What follows belongs to an exercise in optimizing a design on an open flow for small area, a short achievable clock period and few clock cycles per item; a production flow would make more cautious choices.
Function was not checked in any run shown here: the RTL went through the layout flow alone.
Power is estimated from default activity; no workload was simulated.

==> flow/design.v (outline; a module is shown in full before it is edited, if it fits) <==
// module mac_fa: 10 lines
// module mac_hai: 8 lines
// module mac_ha: 9 lines
// module wallace_mac: 2006 lines
module wallace_mac (
    input  wire        clk,
    input  wire        arst_n,
    input  wire        req,
    output logic       ack,
    input  wire [15:0] a,
    input  wire [15:0] b,
    input  wire [31:0] acc,
    input  wire        cin,
    output logic [32:0] result
);
  // ...
==> flow/run.sh <==
#!/bin/bash
# synth_recipe.tcl (not shown) runs the flow's synth.tcl, then flattens the netlist and writes it again
# the make line also repeats each setting of config.mk as NAME=value (left out here)
make -C /OpenROAD-flow-scripts/flow DESIGN_CONFIG=/design/flow/config.mk WORK_HOME=/design/flow/orfs CLKGATE_MAP_FILE= SYNTH_SCRIPT=/design/flow/synth_recipe.tcl finish
==> flow/config.mk <==
export PLATFORM = sky130hd
export DESIGN_NAME = wallace_mac
export DESIGN_NICKNAME = wallace_mac
export VERILOG_FILES = /design/flow/design.v
export SDC_FILE = /design/flow/constraint.sdc
export NUM_CORES = 4
export LEC_CHECK = 0
export CAP_MARGIN = 20
export CORE_MARGIN = 2
export CORE_UTILIZATION = 40
export SETUP_SLACK_MARGIN = 1.5
export SLEW_MARGIN = 20
export SYNTH_HIERARCHICAL = 1
export SYNTH_MINIMUM_KEEP_SIZE = 0
==> flow/constraint.sdc <==
create_clock -name core_clock -period 6.0 [get_ports {clk}]
set_input_delay 1.2000 -clock core_clock [delete_from_list [all_inputs] [get_ports {clk}]]
set_output_delay 1.2000 -clock core_clock [all_outputs]
set_load 0.01 [all_outputs]
==> results_dict.tcl, run 1 <==
set metrics [dict create \
    outcome "complete, no violations" \
    num_antenna_cells 0 \
    final_cell_mix "nand2_1 (263), fa_1 (244), dfxtp_1 (83), clkdlybuf4s50_1 (80), inv_1 (44)" \
    n_all_buffers 141 \
    drive_above_1_share_pct 10.2 \
    synthAdderAreaFrac_pct 56.2 \
    seq_share_pct 15.6 \
    total_power_uw 7060 \
    final_util_pct 47.1 \
    seq_cells 85 \
    vias 6067 \
    busiest_layer "met2" \
    post_cts_resized 57 \
    wl_met1_mm 9.65 \
    p_int_uw 3920 \
    placed_cells 1238 \
    syn_inst 882 \
    whs_ps 984 \
    fin_crit_ps 4920 \
    path_max_fanout 6 \
    p_leak_uw 0.00430 \
    cpPeakStageDelay_ps 540 \
    seq_area_sq_um 1710 \
    gr-usage-met1_pct 27.0 \
    syn_area_per_cell_sq_um 10.7 \
    grt_pass1_vias 6844 \
    initial_core_util_pct 40.4 \
    syn_to_final_growth_pct 16.4 \
    use_met2_pct 32.9 \
    clk_share_pct 2.88 \
    end_kind "primary output" \
    crit_slowest_cell "fa_1" \
    core_sq_um 23300 \
    layout_commonest_cell "nand2_1" \
    grt_overflow 0 \
    ys_ff_latch 85 \
    fillers 2193 \
]
==> run 2: changes to the inputs <==
--- a/flow/design.v
+++ b/flow/design.v
@@ -21,24 +21,16 @@
     input  wire  y,
     input  wire  z,
     output logic s,
     output logic c
 );
     assign s = x ^ y ^ z;
     assign c = (x & y) | (x & z) | (y & z);
 endmodule
-module mac_hai (
-    input  wire  x,
-    input  wire  y,
-    output logic s,
-    output logic c
-);
-    mac_fa u_fa (.x(x), .y(y), .z(1'b1), .s(s), .c(c));
-endmodule
 module mac_ha (
     input  wire  x,
     input  wire  y,
     output logic s,
     output logic c
 );
     assign s = x ^ y;
     assign c = x & y;
@@ -1085,73 +1077,70 @@
     wire s_25;
     wire s_26;
     wire s_27;
     wire s_28;
     wire s_29;
     wire s_30;
     wire s_31;
     wire s_32;
-    logic r_fc_142;
-    logic r_fs_144;
-    logic r_fc_143;
     logic r_fc_144;
     logic r_fs_146;
     logic r_fc_145;
     logic r_fc_146;
     logic r_fs_148;
     logic r_fc_147;
     logic r_fs_150;
     logic r_fc_148;
     logic r_fc_149;
     logic r_fs_152;
     logic r_fc_150;
     logic r_fc_151;
     logic r_fc_152;
     logic r_fs_154;
     logic r_fs_155;
-    logic r_fs_137;
-    logic r_fc_179;
-    logic r_fs_180;
     logic r_fs_139;
     logic r_fc_180;
     logic r_fs_181;
     logic r_fs_141;
     logic r_fc_181;
     logic r_fs_182;
     logic r_fs_143;
     logic r_fc_182;
     logic r_fs_183;
     logic r_fs_145;
     logic r_fc_183;
+    logic r_fs_184;
     logic r_fs_147;
+    logic r_fc_184;
     logic r_fs_149;
     logic r_fs_151;
     logic r_fs_153;
     logic r_fc_153;
     logic r_fc_155;
     logic r_fs_190;
     logic r_fc_157;
     logic r_fs_191;
     logic r_fc_190;
     logic r_fs_161;
     logic r_fs_192;
     logic r_fc_191;
     logic r_fc_161;
     logic r_fs_193;
     logic r_fc_192;
-    logic r_fc_163;
-    logic r_fs_194;
-    logic r_fc_193;
     logic r_fc_204;
     logic r_fs_205;
     logic r_fc_205;
     logic r_fs_206;
     logic r_fc_206;
+    logic r_fs_207;
+    logic r_fc_207;
+    logic r_fs_221;
     logic r_fs_222;
+    logic r_fc_221;
     logic r_fs_223;
     logic r_fc_222;
     logic r_g0_7;
     logic r_p0_7;
     logic r_g0_6;
     logic r_p0_6;
     logic r_g0_8;
     logic r_p0_8;
@@ -1539,41 +1528,41 @@
     mac_fa u_fa_73 (.x(nacc_5), .y(pp_0_5), .z(pp_1_4), .s(fs_73), .c(fc_73));
     mac_fa u_fa_74 (.x(nacc_6), .y(pp_0_6), .z(pp_1_5), .s(fs_74), .c(fc_74));
     mac_fa u_fa_75 (.x(pp_2_4), .y(pp_3_3), .z(pp_4_2), .s(fs_75), .c(fc_75));
     mac_fa u_fa_76 (.x(nacc_7), .y(pp_0_7), .z(pp_1_6), .s(fs_76), .c(fc_76));
     mac_fa u_fa_77 (.x(pp_2_5), .y(pp_3_4), .z(pp_4_3), .s(fs_77), .c(fc_77));
     mac_fa u_fa_78 (.x(pp_5_2), .y(pp_6_1), .z(pp_7_0), .s(fs_78), .c(fc_78));
     mac_fa u_fa_79 (.x(pp_2_6), .y(pp_3_5), .z(pp_4_4), .s(fs_79), .c(fc_79));
     mac_fa u_fa_80 (.x(pp_5_3), .y(pp_6_2), .z(pp_7_1), .s(fs_80), .c(fc_80));
-    mac_hai u_ha_1 (.x(pp_8_0), .y(fs_21), .s(hs_1), .c(hc_1));
+    mac_fa u_ha_1 (.x(pp_8_0), .y(fs_21), .z(1'b1), .s(hs_1), .c(hc_1));
     mac_fa u_fa_81 (.x(pp_5_4), .y(pp_6_3), .z(pp_7_2), .s(fs_81), .c(fc_81));
     mac_fa u_fa_82 (.x(pp_8_1), .y(pp_9_0), .z(fc_21), .s(fs_82), .c(fc_82));
-    mac_hai u_ha_2 (.x(fs_22), .y(fs_23), .s(hs_2), .c(hc_2));
+    mac_fa u_ha_2 (.x(fs_22), .y(fs_23), .z(1'b1), .s(hs_2), .c(hc_2));
     mac_fa u_fa_83 (.x(pp_8_2), .y(pp_9_1), .z(pp_10_0), .s(fs_83), .c(fc_83));
     mac_fa u_fa_84 (.x(fc_22), .y(fc_23), .z(fs_24), .s(fs_84), .c(fc_84));
-    mac_hai u_ha_3 (.x(fs_25), .y(fs_26), .s(hs_3), .c(hc_3));
+    mac_fa u_ha_3 (.x(fs_25), .y(fs_26), .z(1'b1), .s(hs_3), .c(hc_3));
     mac_fa u_fa_85 (.x(pp_11_0), .y(fc_24), .z(fc_25), .s(fs_85), .c(fc_85));
     mac_fa u_fa_86 (.x(fc_26), .y(fs_27), .z(fs_28), .s(fs_86), .c(fc_86));
-    mac_hai u_ha_4 (.x(fs_29), .y(fs_30), .s(hs_4), .c(hc_4));
+    mac_fa u_ha_4 (.x(fs_29), .y(fs_30), .z(1'b1), .s(hs_4), .c(hc_4));
     mac_fa u_fa_87 (.x(fc_27), .y(fc_28), .z(fc_29), .s(fs_87), .c(fc_87));
     mac_fa u_fa_88 (.x(fc_30), .y(fs_31), .z(fs_32), .s(fs_88), .c(fc_88));
-    mac_hai u_ha_5 (.x(fs_33), .y(fs_34), .s(hs_5), .c(hc_5));
+    mac_fa u_ha_5 (.x(fs_33), .y(fs_34), .z(1'b1), .s(hs_5), .c(hc_5));
     mac_fa u_fa_89 (.x(fc_31), .y(fc_32), .z(fc_33), .s(fs_89), .c(fc_89));
     mac_fa u_fa_90 (.x(fs_35), .y(fs_36), .z(fs_37), .s(fs_90), .c(fc_90));
-    mac_hai u_ha_6 (.x(fc_34), .y(fs_38), .s(hs_6), .c(hc_6));
+    mac_fa u_ha_6 (.x(fc_34), .y(fs_38), .z(1'b1), .s(hs_6), .c(hc_6));
     mac_fa u_fa_91 (.x(fc_35), .y(fc_36), .z(fc_37), .s(fs_91), .c(fc_91));
     mac_fa u_fa_92 (.x(fs_39), .y(fs_40), .z(fc_38), .s(fs_92), .c(fc_92));
-    mac_hai u_ha_7 (.x(fs_41), .y(fs_42), .s(hs_7), .c(hc_7));
+    mac_fa u_ha_7 (.x(fs_41), .y(fs_42), .z(1'b1), .s(hs_7), .c(hc_7));
     mac_fa u_fa_93 (.x(fc_39), .y(fc_40), .z(fs_43), .s(fs_93), .c(fc_93));
     mac_fa u_fa_94 (.x(fs_44), .y(fc_41), .z(fc_42), .s(fs_94), .c(fc_94));
-    mac_hai u_ha_8 (.x(fs_45), .y(fs_46), .s(hs_8), .c(hc_8));
+    mac_fa u_ha_8 (.x(fs_45), .y(fs_46), .z(1'b1), .s(hs_8), .c(hc_8));
     mac_fa u_fa_95 (.x(fc_43), .y(fs_47), .z(fc_44), .s(fs_95), .c(fc_95));
     mac_fa u_fa_96 (.x(fc_45), .y(fc_46), .z(fs_48), .s(fs_96), .c(fc_96));
-    mac_hai u_ha_9 (.x(fs_49), .y(fs_50), .s(hs_9), .c(hc_9));
+    mac_fa u_ha_9 (.x(fs_49), .y(fs_50), .z(1'b1), .s(hs_9), .c(hc_9));
     mac_fa u_fa_97 (.x(fc_47), .y(fs_51), .z(fs_52), .s(fs_97), .c(fc_97));
     mac_fa u_fa_98 (.x(fs_17), .y(fc_48), .z(fc_49), .s(fs_98), .c(fc_98));
     mac_fa u_fa_99 (.x(fc_50), .y(fs_53), .z(fs_54), .s(fs_99), .c(fc_99));
     mac_fa u_fa_100 (.x(fc_51), .y(fc_52), .z(fs_55), .s(fs_100), .c(fc_100));
     mac_fa u_fa_101 (.x(fs_56), .y(fs_19), .z(fs_57), .s(fs_101), .c(fc_101));
     mac_fa u_fa_102 (.x(fc_53), .y(fc_54), .z(fs_58), .s(fs_102), .c(fc_102));
     mac_fa u_fa_103 (.x(fc_55), .y(fc_56), .z(fs_59), .s(fs_103), .c(fc_103));
     mac_fa u_fa_104 (.x(fs_60), .y(fs_61), .z(fs_20), .s(fs_104), .c(fc_104));
@@ -1595,21 +1584,21 @@
     mac_fa u_fa_120 (.x(pp_14_10), .y(pp_15_9), .z(fc_72), .s(fs_120), .c(fc_120));
     mac_fa u_fa_121 (.x(nacc_25), .y(pp_10_15), .z(pp_11_14), .s(fs_121), .c(fc_121));
     mac_fa u_fa_122 (.x(pp_12_13), .y(pp_13_12), .z(pp_14_11), .s(fs_122), .c(fc_122));
     mac_fa u_fa_123 (.x(nacc_26), .y(pp_11_15), .z(pp_12_14), .s(fs_123), .c(fc_123));
     mac_fa u_fa_124 (.x(nacc_3), .y(pp_0_3), .z(pp_1_2), .s(fs_124), .c(fc_124));
     mac_fa u_fa_125 (.x(nacc_4), .y(pp_0_4), .z(pp_1_3), .s(fs_125), .c(fc_125));
     mac_fa u_fa_126 (.x(pp_2_2), .y(pp_3_1), .z(pp_4_0), .s(fs_126), .c(fc_126));
     mac_fa u_fa_127 (.x(pp_2_3), .y(pp_3_2), .z(pp_4_1), .s(fs_127), .c(fc_127));
-    mac_hai u_ha_10 (.x(pp_5_0), .y(fs_73), .s(hs_10), .c(hc_10));
+    mac_fa u_ha_10 (.x(pp_5_0), .y(fs_73), .z(1'b1), .s(hs_10), .c(hc_10));
     mac_fa u_fa_128 (.x(pp_5_1), .y(pp_6_0), .z(fc_73), .s(fs_128), .c(fc_128));
-    mac_hai u_ha_11 (.x(fs_74), .y(fs_75), .s(hs_11), .c(hc_11));
+    mac_fa u_ha_11 (.x(fs_74), .y(fs_75), .z(1'b1), .s(hs_11), .c(hc_11));
     mac_fa u_fa_129 (.x(fc_74), .y(fc_75), .z(fs_76), .s(fs_129), .c(fc_129));
-    mac_hai u_ha_12 (.x(fs_77), .y(fs_78), .s(hs_12), .c(hc_12));
+    mac_fa u_ha_12 (.x(fs_77), .y(fs_78), .z(1'b1), .s(hs_12), .c(hc_12));
     mac_fa u_fa_130 (.x(fc_76), .y(fc_77), .z(fc_78), .s(fs_130), .c(fc_130));
     mac_fa u_fa_131 (.x(fs_79), .y(fs_80), .z(hs_1), .s(fs_131), .c(fc_131));
     mac_fa u_fa_132 (.x(fc_79), .y(fc_80), .z(fs_81), .s(fs_132), .c(fc_132));
     mac_fa u_fa_133 (.x(hc_1), .y(hs_2), .z(fs_82), .s(fs_133), .c(fc_133));
     mac_fa u_fa_134 (.x(fc_81), .y(fs_83), .z(hc_2), .s(fs_134), .c(fc_134));
     mac_fa u_fa_135 (.x(hs_3), .y(fc_82), .z(fs_84), .s(fs_135), .c(fc_135));
     mac_fa u_fa_136 (.x(fc_83), .y(hc_3), .z(hs_4), .s(fs_136), .c(fc_136));
     mac_fa u_fa_137 (.x(fc_84), .y(fs_85), .z(fs_86), .s(fs_137), .c(fc_137));
@@ -1654,36 +1643,39 @@
     mac_fa u_fa_176 (.x(hc_11), .y(hs_12), .z(fc_128), .s(fs_176), .c(fc_176));
     mac_fa u_fa_177 (.x(hc_12), .y(fc_129), .z(fs_130), .s(fs_177), .c(fc_177));
     mac_fa u_fa_178 (.x(fc_130), .y(fs_132), .z(fc_131), .s(fs_178), .c(fc_178));
     mac_fa u_fa_179 (.x(fc_132), .y(fs_134), .z(fc_133), .s(fs_179), .c(fc_179));
     mac_fa u_fa_180 (.x(fc_134), .y(fs_136), .z(fc_135), .s(fs_180), .c(fc_180));
     mac_fa u_fa_181 (.x(fc_136), .y(fc_137), .z(fs_138), .s(fs_181), .c(fc_181));
     mac_fa u_fa_182 (.x(fc_138), .y(fs_140), .z(fc_139), .s(fs_182), .c(fc_182));
     mac_fa u_fa_183 (.x(fc_140), .y(fs_142), .z(fc_141), .s(fs_183), .c(fc_183));
+    mac_fa u_fa_184 (.x(fc_142), .y(fs_144), .z(fc_143), .s(fs_184), .c(fc_184));
     mac_fa u_fa_190 (.x(fc_154), .y(fs_156), .z(fs_157), .s(fs_190), .c(fc_190));
     mac_fa u_fa_191 (.x(fs_158), .y(fc_156), .z(fs_159), .s(fs_191), .c(fc_191));
     mac_fa u_fa_192 (.x(fs_160), .y(fc_158), .z(fc_159), .s(fs_192), .c(fc_192));
     mac_fa u_fa_193 (.x(fc_160), .y(fs_162), .z(fs_163), .s(fs_193), .c(fc_193));
     mac_fa u_fa_194 (.x(fc_162), .y(fs_164), .z(fs_165), .s(fs_194), .c(fc_194));
     mac_fa u_fa_195 (.x(fs_166), .y(fc_164), .z(fs_167), .s(fs_195), .c(fc_195));
     mac_fa u_fa_196 (.x(fc_166), .y(fs_168), .z(fs_169), .s(fs_196), .c(fc_196));
     mac_fa u_fa_197 (.x(pp_15_13), .y(fc_168), .z(fs_170), .s(fs_197), .c(fc_197));
     mac_fa u_fa_198 (.x(nacc_29), .y(pp_14_15), .z(pp_15_14), .s(fs_198), .c(fc_198));
     mac_fa u_fa_199 (.x(nacc_0), .y(ncin), .z(pp_0_0), .s(fs_199), .c(fc_199));
     mac_fa u_fa_200 (.x(nacc_1), .y(pp_0_1), .z(pp_1_0), .s(fs_200), .c(fc_200));
-    mac_hai u_ha_13 (.x(pp_2_0), .y(fs_171), .s(hs_13), .c(hc_13));
-    mac_hai u_ha_14 (.x(fc_171), .y(fs_172), .s(hs_14), .c(hc_14));
-    mac_hai u_ha_15 (.x(fc_172), .y(fs_173), .s(hs_15), .c(hc_15));
+    mac_fa u_ha_13 (.x(pp_2_0), .y(fs_171), .z(1'b1), .s(hs_13), .c(hc_13));
+    mac_fa u_ha_14 (.x(fc_171), .y(fs_172), .z(1'b1), .s(hs_14), .c(hc_14));
+    mac_fa u_ha_15 (.x(fc_172), .y(fs_173), .z(1'b1), .s(hs_15), .c(hc_15));
     mac_fa u_fa_201 (.x(hs_10), .y(fc_173), .z(fs_174), .s(fs_201), .c(fc_201));
     mac_fa u_fa_202 (.x(fs_128), .y(fc_174), .z(fs_175), .s(fs_202), .c(fc_202));
     mac_fa u_fa_203 (.x(fs_129), .y(fc_175), .z(fs_176), .s(fs_203), .c(fc_203));
     mac_fa u_fa_204 (.x(fs_131), .y(fc_176), .z(fs_177), .s(fs_204), .c(fc_204));
     mac_fa u_fa_205 (.x(fs_133), .y(fc_177), .z(fs_178), .s(fs_205), .c(fc_205));
     mac_fa u_fa_206 (.x(fs_135), .y(fc_178), .z(fs_179), .s(fs_206), .c(fc_206));
+    mac_fa u_fa_207 (.x(fs_137), .y(fc_179), .z(fs_180), .s(fs_207), .c(fc_207));
+    mac_fa u_fa_221 (.x(fc_163), .y(fs_194), .z(fc_193), .s(fs_221), .c(fc_221));
     mac_fa u_fa_222 (.x(fc_165), .y(fs_195), .z(fc_194), .s(fs_222), .c(fc_222));
     mac_fa u_fa_223 (.x(fc_167), .y(fs_196), .z(fc_195), .s(fs_223), .c(fc_223));
     mac_fa u_fa_224 (.x(fc_169), .y(fs_197), .z(fc_196), .s(fs_224), .c(fc_224));
     mac_fa u_fa_225 (.x(fs_198), .y(fc_170), .z(fc_197), .s(fs_225), .c(fc_225));
     mac_fa u_fa_226 (.x(nacc_30), .y(pp_15_15), .z(fc_198), .s(fs_226), .c(fc_226));
     assign p0_0 = ~fs_199;
     assign g0_1 = fc_199 & fs_200;
     assign p0_1 = fc_199 ^ fs_200;
@@ -1724,73 +1716,70 @@
     assign G3_4 = g0_4 | (p0_4 & G2_3);
     assign P3_4 = p0_4 & P2_3;
     assign s_0 = ~(p0_0 ^ 1'b1);
     assign s_1 = ~(p0_1 ^ 1'b1);
     assign s_2 = ~(p0_2 ^ G1_1);
     assign s_3 = ~(p0_3 ^ G2_2);
     assign s_4 = ~(p0_4 ^ G2_3);
     always_ff @(posedge clk) begin
-        r_fc_142 <= fc_142;
-        r_fs_144 <= fs_144;
-        r_fc_143 <= fc_143;
         r_fc_144 <= fc_144;
         r_fs_146 <= fs_146;
         r_fc_145 <= fc_145;
         r_fc_146 <= fc_146;
         r_fs_148 <= fs_148;
         r_fc_147 <= fc_147;
         r_fs_150 <= fs_150;
         r_fc_148 <= fc_148;
         r_fc_149 <= fc_149;
         r_fs_152 <= fs_152;
         r_fc_150 <= fc_150;
         r_fc_151 <= fc_151;
         r_fc_152 <= fc_152;
         r_fs_154 <= fs_154;
         r_fs_155 <= fs_155;
-        r_fs_137 <= fs_137;
-        r_fc_179 <= fc_179;
-        r_fs_180 <= fs_180;
         r_fs_139 <= fs_139;
         r_fc_180 <= fc_180;
         r_fs_181 <= fs_181;
         r_fs_141 <= fs_141;
         r_fc_181 <= fc_181;
         r_fs_182 <= fs_182;
         r_fs_143 <= fs_143;
         r_fc_182 <= fc_182;
         r_fs_183 <= fs_183;
         r_fs_145 <= fs_145;
         r_fc_183 <= fc_183;
+        r_fs_184 <= fs_184;
         r_fs_147 <= fs_147;
+        r_fc_184 <= fc_184;
         r_fs_149 <= fs_149;
         r_fs_151 <= fs_151;
         r_fs_153 <= fs_153;
         r_fc_153 <= fc_153;
         r_fc_155 <= fc_155;
         r_fs_190 <= fs_190;
         r_fc_157 <= fc_157;
         r_fs_191 <= fs_191;
         r_fc_190 <= fc_190;
         r_fs_161 <= fs_161;
         r_fs_192 <= fs_192;
         r_fc_191 <= fc_191;
         r_fc_161 <= fc_161;
         r_fs_193 <= fs_193;
         r_fc_192 <= fc_192;
-        r_fc_163 <= fc_163;
-        r_fs_194 <= fs_194;
-        r_fc_193 <= fc_193;
         r_fc_204 <= fc_204;
         r_fs_205 <= fs_205;
         r_fc_205 <= fc_205;
         r_fs_206 <= fs_206;
         r_fc_206 <= fc_206;
+        r_fs_207 <= fs_207;
+        r_fc_207 <= fc_207;
+        r_fs_221 <= fs_221;
         r_fs_222 <= fs_222;
+        r_fc_221 <= fc_221;
         r_fs_223 <= fs_223;
         r_fc_222 <= fc_222;
         r_g0_7 <= g0_7;
         r_p0_7 <= p0_7;
         r_g0_6 <= g0_6;
         r_p0_6 <= p0_6;
         r_g0_8 <= g0_8;
         r_p0_8 <= p0_8;
@@ -1810,45 +1799,42 @@
         r_G3_4 <= G3_4;
         r_p0_31 <= p0_31;
         r_s_0 <= s_0;
         r_s_1 <= s_1;
         r_s_2 <= s_2;
         r_s_3 <= s_3;
         r_s_4 <= s_4;
     end
-    mac_fa u_fa_184 (.x(r_fc_142), .y(r_fs_144), .z(r_fc_143), .s(fs_184), .c(fc_184));
     mac_fa u_fa_185 (.x(r_fc_144), .y(r_fs_146), .z(r_fc_145), .s(fs_185), .c(fc_185));
     mac_fa u_fa_186 (.x(r_fc_146), .y(r_fs_148), .z(r_fc_147), .s(fs_186), .c(fc_186));
     mac_fa u_fa_187 (.x(r_fs_150), .y(r_fc_148), .z(r_fc_149), .s(fs_187), .c(fc_187));
     mac_fa u_fa_188 (.x(r_fs_152), .y(r_fc_150), .z(r_fc_151), .s(fs_188), .c(fc_188));
     mac_fa u_fa_189 (.x(r_fc_152), .y(r_fs_154), .z(r_fs_155), .s(fs_189), .c(fc_189));
-    mac_fa u_fa_207 (.x(r_fs_137), .y(r_fc_179), .z(r_fs_180), .s(fs_207), .c(fc_207));
     mac_fa u_fa_208 (.x(r_fs_139), .y(r_fc_180), .z(r_fs_181), .s(fs_208), .c(fc_208));
     mac_fa u_fa_209 (.x(r_fs_141), .y(r_fc_181), .z(r_fs_182), .s(fs_209), .c(fc_209));
     mac_fa u_fa_210 (.x(r_fs_143), .y(r_fc_182), .z(r_fs_183), .s(fs_210), .c(fc_210));
-    mac_fa u_fa_211 (.x(r_fs_145), .y(r_fc_183), .z(fs_184), .s(fs_211), .c(fc_211));
-    mac_fa u_fa_212 (.x(r_fs_147), .y(fc_184), .z(fs_185), .s(fs_212), .c(fc_212));
+    mac_fa u_fa_211 (.x(r_fs_145), .y(r_fc_183), .z(r_fs_184), .s(fs_211), .c(fc_211));
+    mac_fa u_fa_212 (.x(r_fs_147), .y(r_fc_184), .z(fs_185), .s(fs_212), .c(fc_212));
     mac_fa u_fa_213 (.x(r_fs_149), .y(fc_185), .z(fs_186), .s(fs_213), .c(fc_213));
     mac_fa u_fa_214 (.x(r_fs_151), .y(fc_186), .z(fs_187), .s(fs_214), .c(fc_214));
     mac_fa u_fa_215 (.x(r_fs_153), .y(fc_187), .z(fs_188), .s(fs_215), .c(fc_215));
     mac_fa u_fa_216 (.x(r_fc_153), .y(fs_189), .z(fc_188), .s(fs_216), .c(fc_216));
     mac_fa u_fa_217 (.x(r_fc_155), .y(r_fs_190), .z(fc_189), .s(fs_217), .c(fc_217));
     mac_fa u_fa_218 (.x(r_fc_157), .y(r_fs_191), .z(r_fc_190), .s(fs_218), .c(fc_218));
     mac_fa u_fa_219 (.x(r_fs_161), .y(r_fs_192), .z(r_fc_191), .s(fs_219), .c(fc_219));
     mac_fa u_fa_220 (.x(r_fc_161), .y(r_fs_193), .z(r_fc_192), .s(fs_220), .c(fc_220));
-    mac_fa u_fa_221 (.x(r_fc_163), .y(r_fs_194), .z(r_fc_193), .s(fs_221), .c(fc_221));
     assign g0_9 = r_fc_204 & r_fs_205;
     assign p0_9 = r_fc_204 ^ r_fs_205;
     assign g0_10 = r_fc_205 & r_fs_206;
     assign p0_10 = r_fc_205 ^ r_fs_206;
-    assign g0_11 = r_fc_206 & fs_207;
-    assign p0_11 = r_fc_206 ^ fs_207;
-    assign g0_12 = fc_207 & fs_208;
-    assign p0_12 = fc_207 ^ fs_208;
+    assign g0_11 = r_fc_206 & r_fs_207;
+    assign p0_11 = r_fc_206 ^ r_fs_207;
+    assign g0_12 = r_fc_207 & fs_208;
+    assign p0_12 = r_fc_207 ^ fs_208;
     assign g0_13 = fc_208 & fs_209;
     assign p0_13 = fc_208 ^ fs_209;
     assign g0_14 = fc_209 & fs_210;
     assign p0_14 = fc_209 ^ fs_210;
     assign g0_15 = fc_210 & fs_211;
     assign p0_15 = fc_210 ^ fs_211;
     assign g0_16 = fc_211 & fs_212;
     assign p0_16 = fc_211 ^ fs_212;
@@ -1863,20 +1849,20 @@
     assign g0_21 = fs_217 & fc_216;
     assign p0_21 = fs_217 ^ fc_216;
     assign g0_22 = fs_218 & fc_217;
     assign p0_22 = fs_218 ^ fc_217;
     assign g0_23 = fs_219 & fc_218;
     assign p0_23 = fs_219 ^ fc_218;
     assign g0_24 = fs_220 & fc_219;
     assign p0_24 = fs_220 ^ fc_219;
-    assign g0_25 = fs_221 & fc_220;
-    assign p0_25 = fs_221 ^ fc_220;
-    assign g0_26 = r_fs_222 & fc_221;
-    assign p0_26 = r_fs_222 ^ fc_221;
+    assign g0_25 = r_fs_221 & fc_220;
+    assign p0_25 = r_fs_221 ^ fc_220;
+    assign g0_26 = r_fs_222 & r_fc_221;
+    assign p0_26 = r_fs_222 ^ r_fc_221;
     assign g0_27 = r_fs_223 & r_fc_222;
     assign p0_27 = r_fs_223 ^ r_fc_222;
     assign G1_7 = r_g0_7 | (r_p0_7 & r_g0_6);
     assign P1_7 = r_p0_7 & r_p0_6;
     assign G1_9 = g0_9 | (p0_9 & r_g0_8);
     assign P1_9 = p0_9 & r_p0_8;
     assign G1_11 = g0_11 | (p0_11 & g0_10);
     assign P1_11 = p0_11 & p0_10;
==> flow/flow/run.sh (new file) <==
#!/bin/bash
# The standard layout (the standard.sh: ORFS synthesis and place and route,
# unchanged), except that the port buffers that global placement inserts on
# every input and output use a plain buffer cell rather than the delay cell
# the resizer would pick by default.
set -euo pipefail
export BUFFER_PORTS_ARGS="-buffer_cell ${PORT_BUFFER:-sky130_fd_sc_hd__buf_2}"
bash standard.sh > standard_flow.log 2>&1
==> flow/standard.sh (new file) <==
#!/bin/bash
# synth_recipe.tcl (not shown) runs the flow's synth.tcl, then flattens the netlist and writes it again
# the make line also repeats each setting of config.mk as NAME=value (left out here)
make -C /OpenROAD-flow-scripts/flow DESIGN_CONFIG=/design/flow/config.mk WORK_HOME=/design/flow/orfs CLKGATE_MAP_FILE= SYNTH_SCRIPT=/design/flow/synth_recipe.tcl "${@:-finish}"
==> flow/config.mk (replaced) <==
export PLATFORM = sky130hd
export DESIGN_NAME = wallace_mac
export DESIGN_NICKNAME = wallace_mac
export VERILOG_FILES = /design/flow/design.v
export SDC_FILE = /design/flow/constraint.sdc
export NUM_CORES = 4
export LEC_CHECK = 0
export CAP_MARGIN = 20
export CORE_MARGIN = 2
export CORE_UTILIZATION = 40
export CTS_BUF_LIST = sky130_fd_sc_hd__clkbuf_8
export SETUP_SLACK_MARGIN = 2.0
export SLEW_MARGIN = 20
export SYNTH_HIERARCHICAL = 1
export SYNTH_MINIMUM_KEEP_SIZE = 0
removed: flow/run.sh
==> run 2 against run 1 <==
Still clean on timing, DRC and antenna. Critical path depth fell by 1. Global-route usage fell by 0.40 points. Synthesized area fell by 1.1%. Setup slack improved by 170 ps. Sequential cell count fell by 3. Critical path type unchanged. Largest power group unchanged.
==> results_dict.tcl, run 2 <==
set metrics [dict create \
    grt_first_pass_wirelength_mm 36.2 \
    rows 55 \
    ir_worst_vdd_v 0.000440 \
    cp.arrival_ps 3550 \
    initial_core_util_pct 40.9 \
    dpl_cell_area_sq_um 9770 \
    die_w_um 156 \
    grt_overflow 0 \
    p_leak_uw 0.00409 \
    yosysTopAreaCellShare_pct 52.6 \
    ys_ff_latch 82 \
    cpPeakStageDelay_ps 550 \
    fmax_mhz 211 \
    path_delay_family "adder cells" \
    max-slew-margin-rel_pct 56.8 \
    power_density_nw_per_um2 694 \
    worstMarginPinSlew_ps 641 \
    grt_usage_pct 19.8 \
    end_kind "primary output" \
    grt_setup_unrepaired "yes" \
    period_share_pct 79.1 \
    synth_most_common_cell "nand2_1" \
    final_cell_mix "nand2_1 (263), fa_1 (234), buf_2 (90), dfxtp_1 (76), inv_1 (45)" \
    routedWlPerCell_um 18.6 \
    nets 1251 \
    synth_common_cells "nand2_1 (264), fa_1 (244), dfxtp_1 (81), clkbuf_1 (55), inv_1 (44)" \
    routed_wl_mm 22.3 \
    clock-sinks 82 \
    dieArea_sq_um 24500 \
    setup_tns_ps 0 \
    synthTopCellsByArea "fa_1 (53%), dfxtp_1 (17%), nand2_1 (11%), ha_1 (4.3%), buf_4 (2.7%)" \
    crit_type "flop to primary output" \
    final_cells 1199 \
    viasPerCell 4.96 \
    port_buffers 101 \
    fin_area_sq_um 10300 \
    synthAdderAreaFrac_pct 56.9 \
    core_sq_um 22700 \
    grt_start_max_net_pins 17 \
    setup_viol 0 \
    ant_nets 0 \
    synth_compound_area_share_pct 3.58 \
    drtPass1Iterations 5 \
    cts_hold_buf 0 \
    fin_crit_ps 4750 \
    cts_max_path_buffers 2 \
    synthXorXnorAreaFrac_pct 1.88 \
    antenna_found_initial 2 \
    place_hpwl_mm 17.2 \
    cts_tree "done" \
    drv_cap 0 \
    cts_buffers 9 \
    final-hold-violation-count 0 \
    outcome "complete, no violations" \
    path_max_fanout 5 \
    seq_area_frac_synth_pct 17.7 \
    drive_above_1_share_pct 20.2 \
    crit_path_cell_trace "fa_1 > fa_1 > ha_4 > nand4_1 > a31o_4 > a31oi_4 > a41o_4 > buf_4 > a21oi_4 > a21oi_2 > xnor2_1 > buf_2" \
    yosysWarnings 7 \
    synthFlopType "dfxtp_1" \
    gp_congestion 0.873 \
    synth_top_family_by_area "adder cells" \
    placed_cells 1168 \
    syn_area_per_cell_sq_um 10.7 \
    layout_commonest_cell "nand2_1" \
    pin_count 102 \
    synth.distinct_cells 37 \
    clk_pin_slew_ps 90 \
    syn_to_final_growth_pct 11.1 \
    crit_slowest_cell "fa_1" \
    synth_mux_area_share_pct 0 \
    critPathRequiredTime_ps 4800 \
    synth_edf_count 0 \
    die_h_um 156 \
    synthesis.area_sq_um 9290 \
    syn_inst 865 \
    grt_pass1_vias 6866 \
    vias 5947 \
    cpMostUsedCell "fa_1" \
    htreeDepth 3 \
    worstSetupStartpointType "flop" \
    async_flop_share_pct 1.22 \
    fillers 2146 \
    final_max_slew_viol_count 0 \
    synth_simple_gate_area_share_pct 12.9 \
    drtIter0Drc 288 \
    cp_num_buf_inv 2 \
    drc 0 \
    synth_top_area_cell "fa_1" \
    cts-root-buf "clkbuf_8" \
    hp-class "input port to async pin" \
]
-- run 2: cell count changes in the layout (fill, tap and decap cells not counted), sizes merged, moves of 2 or more --
cell           change
diode              +2
clkinvlp           +2
clkdlybuf4s50     -80
buf               +50
dfxtp              -3
clkbuf             +8
bufinv             -2
dlymetal6s2s       -4
-- run 2: kinds of logic after synthesis --
group	Yosys count
AND/OR/NAND/NOR	300
XOR/XNOR	20
flip-flops	82
AO/OA/AOI/OAI	45
adder cells (fa/ha/maj)	276
other	1
buffers and inverters	141
-- run 2: metal layers --
layer	vias to the layer above	global-route usage (%)	part of all wire, %
met4	0	6.16	1.5
met3	20	4.15	7.8
li1	2633	-	-
met2	219	33.4	50
met5	-	0	0
met1	3075	25.6	41
-- run 2: repair_timing --
| action | in CTS | in global routing |
|---|---|---|
| setup buffers | 11 | 2 |
| pin swaps | 18 | 10 |
| gates resized for setup | 33 | 21 |
| setup endpoints to repair | 17 | 22 |
-- run 2: path summary, 6_finish.rpt --
kind / start / to / cells past startpoint
worst max-delay path: r_fc_150 / result[31] / 12
worst min-delay path: arst_n / ack / 1
max in group asynchronous: arst_n / ack / 1
min in group core_clock: req / ack / 1
-- run 2: Yosys stat by module, one instance, submodules excluded --
module | cells inside | area (sq um) | times used
wallace_mac | 624 | 4470 | 1
mac_fa | 1 | 20.0 | 241
-- run 2: per-stage QoR --
stage               total power, uW  util [%]  setup slack, ps  hold slack [ps]
floorplan                      5130         -             1800              904
global placement               5620      43.0             1670              975
detailed placement             5690      43.0             1600              975
CTS                            6970      45.0             1220              561
global route                   7890      45.4             1150              555
finish                         7170      45.5             1250              573
-- run 2: power by group --
part | switching, uW | internal, uW | total [uW]
clock | 208 | 183 | 391
sequential | 140 | 830 | 970
combinational | 2900 | 2910 | 5810
-- run 2: area by class of cell --
type                       instances  area (sq um)  share of cell area (%)
multi-input combinational        656          7310                    70.8
sequential                        82          1650                    16.0
timing repair buffer             114           646                    6.25
tap                              285           357                    3.45
clock buffer                      12           165                    1.60
inverter                          44           165                    1.60
clock inverter                     4          26.3                   0.254
antenna                            2          5.00                  0.0485

port drivers added, routing unchanged:
Ports are ideal in the flow. The routed layouts listed here were re-timed in OpenROAD. Step 1 (the two cells are an assumption about what drives the block):
set clk [get_ports {clk}]
set_driving_cell -lib_cell sky130_fd_sc_hd__clkbuf_16 $clk
set_driving_cell -lib_cell sky130_fd_sc_hd__buf_2 [delete_from_list [all_inputs] $clk]
Step 2, shift: input delay + t, output delay - t, t = (earliest + latest rising clock arrival at the registers) / 2. This alone moves slack from input paths to output paths. a / b / c = no drivers / after step 1 / after step 2; a / b = the first two.
run | t, ns | setup slack, ns | worst register clock-pin slew, ns
run 1 | 0.391 | 1.082 / 1.040 / 1.196 | 0.07 / 0.07
run 2 | 0.407 | 1.253 / 1.216 / 1.624 | 0.09 / 0.09
After both steps setup and hold are still met in every run listed.
